This is an optimization exercise on Yosys and OpenROAD, whose aim is small area, a short achievable clock period and few clock cycles, not a production implementation.
At most, simulation tests tie the RTL to the original design; equivalence was not proved.
Power is estimated from default activity; no workload was simulated.

==> flow/design.v (excerpt) <==
module dma_top (
    input  logic                        CLK,
    input  logic                        RSTN,
    output logic                        INTR,
    input  logic                        PSEL,
    input  logic                        PENABLE,
    output logic                        PREADY,
    input  logic                        PWRITE,
    input  logic [dma_pkg::PADDR_W-1:0] PADDR,
    input  logic [dma_pkg::DATA_W-1:0]  PWDATA,
    output logic [dma_pkg::DATA_W-1:0]  PRDATA,
    output logic                        mem0_en,
    output logic [dma_pkg::BE_W-1:0]    mem0_we,
    output logic [dma_pkg::WORD_AW-1:0] mem0_addr,
    output logic [dma_pkg::DATA_W-1:0]  mem0_wdata,
    input  logic [dma_pkg::DATA_W-1:0]  mem0_rdata,
    output logic                        mem1_en,
    output logic [dma_pkg::BE_W-1:0]    mem1_we,
    output logic [dma_pkg::WORD_AW-1:0] mem1_addr,
    output logic [dma_pkg::DATA_W-1:0]  mem1_wdata,
    input  logic [dma_pkg::DATA_W-1:0]  mem1_rdata
);
==> flow/config.mk <==
export PLATFORM = sky130hd
export DESIGN_NAME = dma_top
export DESIGN_NICKNAME = dma_top
export VERILOG_FILES = /design/flow/design.v
export SDC_FILE = /design/flow/constraint.sdc
export NUM_CORES = 4
export LEC_CHECK = 0
export CAP_MARGIN = 20
export CORE_MARGIN = 2
export CORE_UTILIZATION = 50
export SETUP_SLACK_MARGIN = 3.0
export SLEW_MARGIN = 20
==> flow/constraint.sdc <==
create_clock -name core_clock -period 6.0 [get_ports {CLK}]
set_input_delay 1.2000 -clock core_clock [delete_from_list [all_inputs] [get_ports {CLK}]]
set_output_delay 1.2000 -clock core_clock [all_outputs]
set_load 0.01 [all_outputs]
standard.sh (not shown) runs the stock make flow with config.mk's settings and CLKGATE_MAP_FILE= SYNTH_SCRIPT=/design/flow/synth_recipe.tcl, a recipe that flattens the netlist after the stock synthesis.
==> flow/flow/run.sh <==
#!/bin/bash
# Standard ORFS layout (standard.sh) with changes to port buffers and CTS.
set -euo pipefail
export BUFFER_PORTS_ARGS="-buffer_cell sky130_fd_sc_hd__buf_1"
export CTS_ARGS="-sink_clustering_enable -repair_clock_nets -dont_use_dummy_load -buf_list {sky130_fd_sc_hd__clkbuf_8 sky130_fd_sc_hd__clkbuf_16} -sink_clustering_size 25 -sink_clustering_max_diameter 150"
bash standard.sh > standard_make.log 2>&1
==> next run, changes <==
--- a/flow/design.v
+++ b/flow/design.v
@@ -155,69 +155,77 @@
     logic        last;           
     logic [1:0]  d;              
     logic [3:0]  be;             
     logic        asel0, asel1;   
     logic [15:0] rd_addr;
     logic [15:0] wr_addr;
     logic [13:0] q;              
     logic [1:0]  ext;
     logic [31:0] W;              
     logic [23:0] C;              
     logic [31:0] rdata;
-    logic [31:0] rot;
     logic        wr_now, rem2;
     logic        n_busy, n_ready, n_reload, n_skip, n_start_q, n_wr_now, n_rd;
     assign wr_now  = busy & ready;
     assign last_wr = wr_now & last;
     assign rem2 = (q == 14'd2 && ext == 2'd0) || (q == 14'd1 && ext == 2'd1)
                || (q == 14'd0 && ext == 2'd2);
     assign n_busy    = (busy & ~last_wr) | (start & size != '0);
     assign n_reload  = wen_src | wen_dst | last_wr;
     assign n_ready   = ~reload & ((infl & ~skip) | (ready & ~wr_now));
     assign n_skip    = reload ? s : (skip & ~infl);
     assign n_start_q = setup && PWRITE && PADDR == dma_pkg::REG_MODE && PWDATA == 32'd1;
     assign n_wr_now  = n_busy & n_ready;
     assign n_rd      = ~n_reload & ~(same & n_wr_now);
     assign rd_now    = rd0 | rd1;
     assign iss       = rd_now & ~reload & (busy | start_q | (~ready & ~(infl & ~skip)));
     assign rdata = sb ? mem0_rdata : mem1_rdata;
+    logic [7:0] l0, l1, l2, l3;
+    logic [31:0] w_nx;
+    logic [23:0] c_nx;
+    assign {l3, l2, l1, l0} = rdata;
     always_comb begin
-        case (d)     
-            2'd0: rot = rdata;
-            2'd1: rot = {rdata[23:0], rdata[31:24]};
-            2'd2: rot = {rdata[15:0], rdata[31:16]};
-            default: rot = {rdata[7:0], rdata[31:8]};
+        case (d)
+            2'd0: w_nx = {l3, l2, l1, l0};
+            2'd1: w_nx = {l2, l1, l0, C[7:0]};
+            2'd2: w_nx = {l1, l0, C[15:0]};
+            default: w_nx = {l0, C[23:0]};
+        endcase
+        c_nx[23:16] = l3;
+        c_nx[15:8]  = (d == 2'd2) ? l3 : l2;
+        case (d)
+            2'd1: c_nx[7:0] = l3;
+            2'd2: c_nx[7:0] = l2;
+            default: c_nx[7:0] = l1;
         endcase
     end
     always_ff @(posedge CLK or negedge RSTN) begin
         if (!RSTN) begin
             busy   <= 1'b0;
             reload <= 1'b1;
         end else begin
             busy   <= n_busy;
             reload <= n_reload;
         end
     end
     always_ff @(posedge CLK) begin
         d          <= dof - so;
         one_word_q <= one_word;
         infl  <= iss;
         ready <= n_ready;
         skip  <= n_skip;
         asel0 <= db & (~sb | n_wr_now);
         asel1 <= ~db & (sb | n_wr_now);
         if (infl) begin
-            W[31:24] <= rot[31:24];
-            for (int b = 0; b < 3; b++)
-                W[8*b +: 8] <= (b < d) ? C[8*b +: 8] : rot[8*b +: 8];
-            C <= rot[23:0];
+            W <= w_nx;
+            C <= c_nx;
         end
         rd_addr <= reload ? src[17:2] : rd_addr + 16'(iss);
         wr_addr <= start ? dst[17:2] : wr_addr + 16'(wr_now);
         q       <= start ? size[15:2] : q - 14'(wr_now & ext == 2'd0);
         if (start) begin
             ext     <= c;
             last    <= one_word_q;
             be      <= first_be & (one_word_q ? last_be : 4'hf);
         end else if (wr_now) begin
             if (ext != 2'd0)
                 ext <= ext - 1'b1;
After rerunning:
- The new run went through all stages and came out clean
- power drops slightly
- worst setup slack improved by 0.044 ns
- cell count drops slightly
- worst hold slack improved by 0.015 ns
- die area drops by a few percent
- clock skew climbs by 0.010 ns
- register-to-register slack improved by 0.10 ns
- final area drops by a few percent
- global-route usage drops by 0.60 points
- core utilization drops by 0.55 points
Testbench counts after the change, summed over its fixed seeds: cycles 17,162.
The RTL of the first run of this note was laid out without a check of its function.

what the ideal ports hide:
No port has a modelled driver above. Below, the same layouts with a new extraction and two added sets of constraints.
Step 1 sets driving cells, clkbuf_16 on the clock port and buf_2 on the other inputs (assumed; they add their load-dependent delay and slew).
Step 2 also shifts input and output timing later by t, the mid clock arrival at the registers, as if the neighbouring blocks saw the same clock.
a / b / c = ideal / step 1 / step 2; a / b = the first two.
run	shift t [ns]	setup WS [ns]	worst hold slack (ns)	clock arrival spread, ns
the first run	0.512	3.076 / 3.029 / 3.306	0.481 / 0.481 / 0.481	0.029 / 0.029
the second run	0.502	3.121 / 3.074 / 3.366	0.496 / 0.496 / 0.496	0.039 / 0.039
After both steps every run listed still meets setup and hold.
